Background: an optimization exercise with open tools, aiming at a short achievable clock period and few clock cycles per item. Do not read the settings as production practice.
The RTL was checked by simulation tests, not by an equivalence proof against the original design.
Power is estimated from default activity; no workload was simulated.

==> flow/design.v <==
module regfile_p #(
    parameter  int unsigned XLEN  = 64,
    parameter  int unsigned NREGS = 32,
    localparam int unsigned AW    = (NREGS > 1) ? $clog2(NREGS) : 1
) (
    input  logic            clk,
    input  logic            rst,
    input  logic [AW-1:0]   ra1,
    input  logic [AW-1:0]   ra2,
    output logic [XLEN-1:0] rd1,
    output logic [XLEN-1:0] rd2,
    input  logic [AW-1:0]   dbg_addr,
    output logic [XLEN-1:0] dbg_data,
    input  logic            we,
    input  logic [AW-1:0]   wa,
    input  logic [XLEN-1:0] wd
);
    logic [XLEN-1:0] regs [NREGS];
    always_ff @(posedge clk or negedge rst) begin
        if (!rst) begin
            for (int unsigned i = 0; i < NREGS; i++) begin
                regs[i] <= '0;
            end
        end else if (we && (wa != '0)) begin
            regs[wa] <= wd;
        end
    end
    assign rd1      = (ra1 == '0)      ? '0 : regs[ra1];
    assign rd2      = (ra2 == '0)      ? '0 : regs[ra2];
    assign dbg_data = (dbg_addr == '0) ? '0 : regs[dbg_addr];
endmodule
module multicycle_datapath #(
    parameter int unsigned XLEN      = 64,
    parameter int unsigned NREGS     = 32,
    parameter int unsigned DEBUG_REG = 10
) (
    input  logic                 clk,
    input  logic                 rst,
    input  logic                 instr_valid,
    output logic                 instr_ready,
    input  logic [31:0]          instruction,
    input  logic [XLEN-1:0]      imm_ext,
    input  logic [2:0]           alu_control,
    input  logic                 reg_write,
    input  logic                 alu_src,
    input  logic                 mem_read,
    input  logic                 mem_write,
    input  logic                 mem_to_reg,
    output logic                 mem_req_valid,
    input  logic                 mem_req_ready,
    output logic                 mem_we,
    output logic [XLEN-1:0]      mem_addr,
    output logic [XLEN-1:0]      mem_wdata,
    input  logic                 mem_rsp_valid,
    input  logic [XLEN-1:0]      mem_rdata,
    output logic                 retire,
    output logic [4:0]           rd_addr,
    output logic                 zero,
    output logic [XLEN-1:0]      alu_result,
    output logic [XLEN-1:0]      debug_out
);
    localparam logic [2:0] ALU_ADD = 3'b000;
    localparam logic [2:0] ALU_SUB = 3'b001;
    localparam logic [2:0] ALU_AND = 3'b010;
    localparam logic [2:0] ALU_OR  = 3'b011;
    localparam logic [2:0] ALU_SLT = 3'b101;
    localparam logic [2:0] IDLE     = 3'd0;
    localparam logic [2:0] EXEC     = 3'd1;
    localparam logic [2:0] MEM_REQ  = 3'd2;
    localparam logic [2:0] MEM_WAIT = 3'd3;
    localparam logic [2:0] WB       = 3'd4;
    localparam int unsigned AW       = (NREGS > 1) ? $clog2(NREGS) : 1;
    localparam logic        DBG_OK   = (DEBUG_REG < NREGS);
    localparam logic [AW-1:0] DBG_ADDR = DEBUG_REG;
    logic [2:0] state;
    logic [2:0] next_state;
    logic       ctrl_reg_write, ctrl_alu_src, ctrl_mem_read, ctrl_mem_write, ctrl_mem_to_reg;
    logic [2:0] ctrl_alu_control;
    logic [XLEN-1:0] imm_q, rs1_q, rs2_q, load_q;
    logic [XLEN-1:0] rf_rd1, rf_rd2, rf_dbg, rs1_val, rs2_val;
    logic [XLEN-1:0] alu_b, alu_y, wb_data;
    logic [4:0] rs1_idx, rs2_idx, rd_idx;
    logic rf_we, instr_hs, req_hs;
    logic instr_ready_d, mem_req_valid_d, mem_we_d, retire_d;
    assign rs1_idx  = instruction[19:15];
    assign rs2_idx  = instruction[24:20];
    assign rd_idx   = instruction[11:7];
    assign instr_hs = instr_valid && instr_ready;
    assign req_hs   = mem_req_valid && mem_req_ready;
    assign rs1_val = ({27'd0, rs1_idx} < NREGS) ? rf_rd1 : '0;
    assign rs2_val = ({27'd0, rs2_idx} < NREGS) ? rf_rd2 : '0;
    assign wb_data = ctrl_mem_to_reg ? load_q : alu_result;
    assign rf_we   = (state == WB) && ctrl_reg_write && ({27'd0, rd_addr} < NREGS);
    regfile_p #(
        .XLEN (XLEN),
        .NREGS(NREGS)
    ) u_regfile (
        .clk     (clk),
        .rst     (rst),
        .ra1     (rs1_idx[AW-1:0]),
        .ra2     (rs2_idx[AW-1:0]),
        .rd1     (rf_rd1),
        .rd2     (rf_rd2),
        .dbg_addr(DBG_ADDR),
        .dbg_data(rf_dbg),
        .we      (rf_we),
        .wa      (rd_addr[AW-1:0]),
        .wd      (wb_data)
    );
    assign debug_out = DBG_OK ? rf_dbg : '0;
    assign mem_addr  = alu_result;
    assign mem_wdata = rs2_q;
    always_comb begin
        alu_b = ctrl_alu_src ? imm_q : rs2_q;
        alu_y = '0;
        case (ctrl_alu_control)
            ALU_ADD: alu_y = rs1_q + alu_b;
            ALU_SUB: alu_y = rs1_q - alu_b;
            ALU_AND: alu_y = rs1_q & alu_b;
            ALU_OR:  alu_y = rs1_q | alu_b;
            ALU_SLT: alu_y = {{(XLEN-1){1'b0}}, ($signed(rs1_q) < $signed(alu_b))};
            default: alu_y = '0;
        endcase
    end
    always_ff @(posedge clk or negedge rst) begin
        if (!rst) begin
            state <= IDLE;
        end else begin
            state <= next_state;
        end
    end
    always_comb begin
        next_state = state;
        case (state)
            IDLE:     if (instr_hs) next_state = EXEC;
            EXEC:     next_state = (ctrl_mem_read || ctrl_mem_write) ? MEM_REQ : WB;
            MEM_REQ:  if (req_hs) next_state = ctrl_mem_write ? WB : MEM_WAIT;
            MEM_WAIT: if (mem_rsp_valid) next_state = WB;
            WB:       next_state = IDLE;
            default:  next_state = IDLE;
        endcase
    end
    always_comb begin
        instr_ready_d   = 1'b0;
        mem_req_valid_d = 1'b0;
        mem_we_d        = 1'b0;
        retire_d        = 1'b0;
        case (next_state)
            IDLE:    instr_ready_d = 1'b1;
            MEM_REQ: begin
                mem_req_valid_d = 1'b1;
                mem_we_d        = ctrl_mem_write;
            end
            WB:      retire_d = 1'b1;
            default: ;
        endcase
    end
    always_ff @(posedge clk or negedge rst) begin
        if (!rst) begin
            instr_ready   <= 1'b0;
            mem_req_valid <= 1'b0;
            mem_we        <= 1'b0;
            retire        <= 1'b0;
        end else begin
            instr_ready   <= instr_ready_d;
            mem_req_valid <= mem_req_valid_d;
            mem_we        <= mem_we_d;
            retire        <= retire_d;
        end
    end
    always_ff @(posedge clk or negedge rst) begin
        if (!rst) begin
            ctrl_reg_write   <= 1'b0;
            ctrl_alu_src     <= 1'b0;
            ctrl_mem_read    <= 1'b0;
            ctrl_mem_write   <= 1'b0;
            ctrl_mem_to_reg  <= 1'b0;
            ctrl_alu_control <= 3'd0;
            imm_q      <= '0;
            rs1_q      <= '0;
            rs2_q      <= '0;
            load_q     <= '0;
            rd_addr    <= '0;
            alu_result <= '0;
            zero       <= 1'b1;
        end else begin
            if (instr_hs) begin
                ctrl_reg_write   <= reg_write;
                ctrl_alu_src     <= alu_src;
                ctrl_mem_read    <= mem_read;
                ctrl_mem_write   <= mem_write;
                ctrl_mem_to_reg  <= mem_to_reg;
                ctrl_alu_control <= alu_control;
                imm_q   <= imm_ext;
                rs1_q   <= rs1_val;
                rs2_q   <= rs2_val;
                rd_addr <= rd_idx;
            end
            if (state == EXEC) begin
                alu_result <= alu_y;
                zero       <= (alu_y == '0);
            end
            if ((state == MEM_WAIT) && mem_rsp_valid) begin
                load_q <= mem_rdata;
            end
        end
    end
endmodule
==> flow/run.sh <==
#!/bin/bash
# synth_recipe.tcl (not shown) runs the flow's synth.tcl, then flattens the netlist and writes it again
# the make line also repeats each setting of config.mk as NAME=value (left out here)
make -C /OpenROAD-flow-scripts/flow DESIGN_CONFIG=/design/flow/config.mk WORK_HOME=/design/flow/orfs CLKGATE_MAP_FILE= SYNTH_SCRIPT=/design/flow/synth_recipe.tcl finish
==> flow/config.mk <==
export PLATFORM = sky130hd
export DESIGN_NAME = multicycle_datapath
export DESIGN_NICKNAME = multicycle_datapath
export VERILOG_FILES = /design/flow/design.v
export SDC_FILE = /design/flow/constraint.sdc
export NUM_CORES = 8
export LEC_CHECK = 0
export CAP_MARGIN = 20
export CORE_MARGIN = 2
export CORE_UTILIZATION = 30
export PLACE_DENSITY = 0.5
export SLEW_MARGIN = 20
==> flow/constraint.sdc <==
create_clock -name core_clock -period 5.5 [get_ports {clk}]
set_input_delay 1.1000 -clock core_clock [delete_from_list [all_inputs] [get_ports {clk}]]
set_output_delay 1.1000 -clock core_clock [all_outputs]
set_load 0.01 [all_outputs]
==> results.txt <==
[power by group through the flow]
stage | sequential, mW | combinational [mW] | clock [mW]
2_1_floorplan | 22.9 | 12.9 | 0
3_3_place_gp | 24.8 | 25.5 | 0
3_5_place_dp | 24.8 | 25.8 | 0
4_1_cts | 24.6 | 25.9 | 18.4
5_1_grt | 25.0 | 28.4 | 19.1
6_report | 24.7 | 26.9 | 18.3
[cell usage in the layout, fill, tap and decap left out, types with 38 or more instances in the layout]
cell type | Yosys | final
buf_4 | 65 | 900
mux2i_4 | 0 | 59
clkdlybuf4s50_1 | 0 | 420
bufinv_16 | 0 | 38
nand4_1 | 271 | 271
nor3_1 | 161 | 153
nor2_1 | 1032 | 954
o21ai_0 | 1632 | 1627
xnor2_1 | 46 | 46
nor4_1 | 53 | 48
a221oi_1 | 492 | 490
clkinv_2 | 0 | 45
a22oi_1 | 700 | 699
buf_12 | 0 | 160
a22o_1 | 485 | 485
mux2_2 | 148 | 148
clkbuf_16 | 0 | 249
a211oi_1 | 51 | 50
a21oi_1 | 1112 | 1110
inv_1 | 195 | 195
nand2_1 | 1613 | 1592
nor2_4 | 0 | 74
clkbuf_8 | 0 | 47
dfrtp_1 | 2324 | 2321
nand3_1 | 194 | 194
a222oi_1 | 128 | 128
mux2i_1 | 135 | 62
clkbuf_1 | 1113 | 42
ha_1 | 226 | 219
[through the flow]
stage | instance area (sq um) | TNS [ps]
2_1_floorplan | 116900 | 0
3_3_place_gp | 133900 | -333.6
3_5_place_dp | 134200 | -353.6
4_1_cts | 142900 | 0
5_1_grt | 143400 | -40.75
6_report | 143400 | 0
[routing by layer]
layer	part of all wire, %	GRT usage (%)	vias up	wire, um
met5	0.021	0.07246	-	144
met4	7.6	20.49	18	51500
met1	38	41.45	57424	256600
met3	12	10.17	2505	80850
li1	-	-	47693	-
met2	42	48.91	8508	284800
[kinds of logic (layout without fill, tap and decap cells)]
| family | Yosys count | after routing | share of synthesized area (%) |
|---|---|---|---|
| other cells | 0 | 21 | 0 |
| xor+xnor | 54 | 54 | 0.4048 |
| mux | 284 | 284 | 2.602 |
| buf+inv | 1467 | 2143 | 4.938 |
| flops | 2325 | 2325 | 49.79 |
| compound gates | 4910 | 4910 | 27.15 |
| simple gates | 3477 | 3477 | 12.66 |
| fa+ha+maj | 228 | 228 | 2.454 |
[path summary, 6_finish.rpt]
path,startpoint,to,slack [ps],cells past startpoint
worst min register to register,imm_q[55],imm_q[55],510,1
worst min-delay path,rst,u_regfile.regs[18][46],100,1
min in group core_clock,imm_q[55],imm_q[55],510,1
worst max-delay path,ctrl_alu_src,zero,130,22
max in group asynchronous,rst,u_regfile.regs[22][25],3790,3
worst max register to register,ctrl_alu_src,zero,130,22
[layout make-up]
class	count	area, sq um
fillers	39529	245100
flip-flops and latches	2325	58190
multi-input cells	8953	54740
repair buffers	1500	14580
clock buffers	337	7010
well taps	5197	6502
clock inverters	110	1622
inverters	196	735.7
diodes	21	52.55
[worst max-delay path, delay by kind of cell (launching register included)]
family / cells / cell delay, ps
adder cells (fa/ha/maj): 1 / 380
multiplexers: 2 / 280
flip-flops: 1 / 570
XOR/XNOR: 1 / 270
buffers and inverters: 9 / 1520
AND/OR/NAND/NOR: 3 / 590
AO/OA/AOI/OAI: 6 / 1610
[timing repair]
item / 4_1_cts / 5_1_grt
pin swaps: 3 / 22
resized for setup: 13 / 62
cloned: 0 / 0
hold endpoints to repair: 0 / 0
setup buffers: 0 / 6
setup endpoints to repair: 2 / 1
==> metrics.yaml <==
power:
  clockPowerShare_pct: 26.2
  power.density_nw_per_um2: 487.8
  power_mw: 69.96
  peakVddDrop_uv: 488.5
  seqPwrFrac_pct: 35.3
  comb_power_share_pct: 38.5
  power.internal_mw: 41.18
  netSwitchingFraction_pct: 41.14
  p_leak_nw: 61.18
  switchingPower_mw: 28.78
logic_synthesis:
  avgSynthCellArea_sq_um: 9.168
  ys_types: 90
  synthTopCellsByCount: "dfrtp_1 (2,324), o21ai_0 (1,632), nand2_1 (1,613)"
  synthArstFlopShare_pct: 100.0
  synth-edff-count: 0
  syn-cell-area_sq_um: 116900
  synth.largest_area_cell: "dfrtp_1"
  synth.top_cell.area_share_pct: 49.77
  synth_cells: 12745
  synth_area_leaders: "dfrtp_1 (50%), o21ai_0 (7.0%), nand2_1 (5.2%)"
  ys_seq_area_share_pct: 49.79
  ys_ff_latch: 2325
  synth_ff_type: "dfrtp_1"
  syn_nets: 13146
  ys_warn_count: 3
  yosysMostFrequentCell: "dfrtp_1"
placed_design:
  gp_congestion: 0.9722
  dpl.cell_count: 18157
  pre_cts_ws_ps: -252.0
  detailed_place_hpwl_um: 439100
  port_buffers: 421
worst_hold_path:
  hold_path.class: "input pin to asynchronous set/reset pin"
global_routing:
  grt_antenna_before_repair: 45
  grt_max_degree: 156
  grt_pass1_wl_um: 919900
  grtUsageTotal_pct: 32.87
  grt_pass1_vias: 109696
  grt.overflow.total: 0
worst_setup_path:
  startpoint_type: "flop"
  end_kind: "flop"
  path_class: "flop to flop"
  crit_slowest_cell: "dfrtp_4"
  crit_arrival_ps: 6200
  critPathMaxFanout: 14
  crit_top_cell: "buf_4"
  path_cells: "buf_12, mux2i_1, ha_1, buf_4, nor4_1, buf_4, a41oi_1, a31oi_2, buf_4, nor2_1, o211ai_1, buf_4, buf_4, buf_4, o31ai_1, buf_4, mux2i_1, xnor2_1, a2111oi_4, buf_4, nand4_1, o41ai_2"
  critPathMaxStageDelay_ps: 570
  critical_path_required_ps: 6330
floorplan:
  die_w_um: 628.1
  core_sq_um: 388500
  start_util_pct: 30.08
  die_h_um: 628.1
  pin_count: 439
  rows: 229
  die_area_sq_um: 394500
timing:
  setup_violations: 0
  hold_viol: 0
  timing.hold.ws_ps: 96.74
  slew_headroom_pct: 14.48
  setup_slack_ps: 133.9
  skew_ps: 88.04
  maxSlewViolCount: 0
  fin_crit_sh_pct: 97.57
  finalCriticalPeriod_ps: 5366
  worst_pin_slew_ps: 1280
  max_freq_ghz: 0.1864
clocking:
  cts_made_buffers: 247
  cts_hold_buf: 0
  clockBufferDepth: 4
  insertion_delay_ps: 990
  cts.sinks: 2325
  cts_htree_levels: 4
  cts_tree: "yes"
  cts_root_buf: "clkbuf_16"
  cts.clk_slew.worst_paths_ps: 60
status:
  status: "no timing/DRC/antenna violations"
finish:
  largest_reg_flops: 1984
  fin_nets: 13624
  final_cells: 18639
  syn_to_final_growth_pct: 22.75
  final_core_util_pct: 36.92
  top_register: "u_regfile.regs"
  drive_above_1_share_pct: 14.15
drt:
  via_count: 116148
  via_per_inst: 6.231
  postRouteAntennaNets: 0
  dr.pass1.iters: 13
  drcViolationCount: 0
  routed_wl_um: 673900
  first_iter_violations: 19058
  avgRoutedWirePerCell_um: 36.16
flow_run:
  maxCapViolations: 0
Testbench counts, summed over its fixed seeds: cycles 18,957, instrs 4,800.

[what the ideal ports hide]
The results above use ideal ports. As a check the final layout listed here was re-extracted and re-timed, cells and wires unchanged. Step 1 (the two cells are an assumption about what drives the block):
set clk [get_ports {clk}]
set_driving_cell -lib_cell sky130_fd_sc_hd__clkbuf_16 $clk
set_driving_cell -lib_cell sky130_fd_sc_hd__buf_2 [delete_from_list [all_inputs] $clk]
Step 2 adds t to the input delays and takes it off the output delays; t is the mean of the earliest and latest rising clock arrival at the registers after step 1. Input paths then give back, and output paths get back, about the clock's delay inside the block. Three values: ideal, step 1, step 2; two values: the first two.
shift t [ns]: 1.051
slack for setup (ns): 0.134 / 0.134 / 0.134
latest minus earliest clock arrival (ns): 0.094 / 0.095
worst register clock-pin slew, ns: 0.07 / 0.07
After both steps this run still meets setup and hold. For this run, drivers alone change the setup slack by 0.000 ns; drivers and shift together by 0.000 ns.
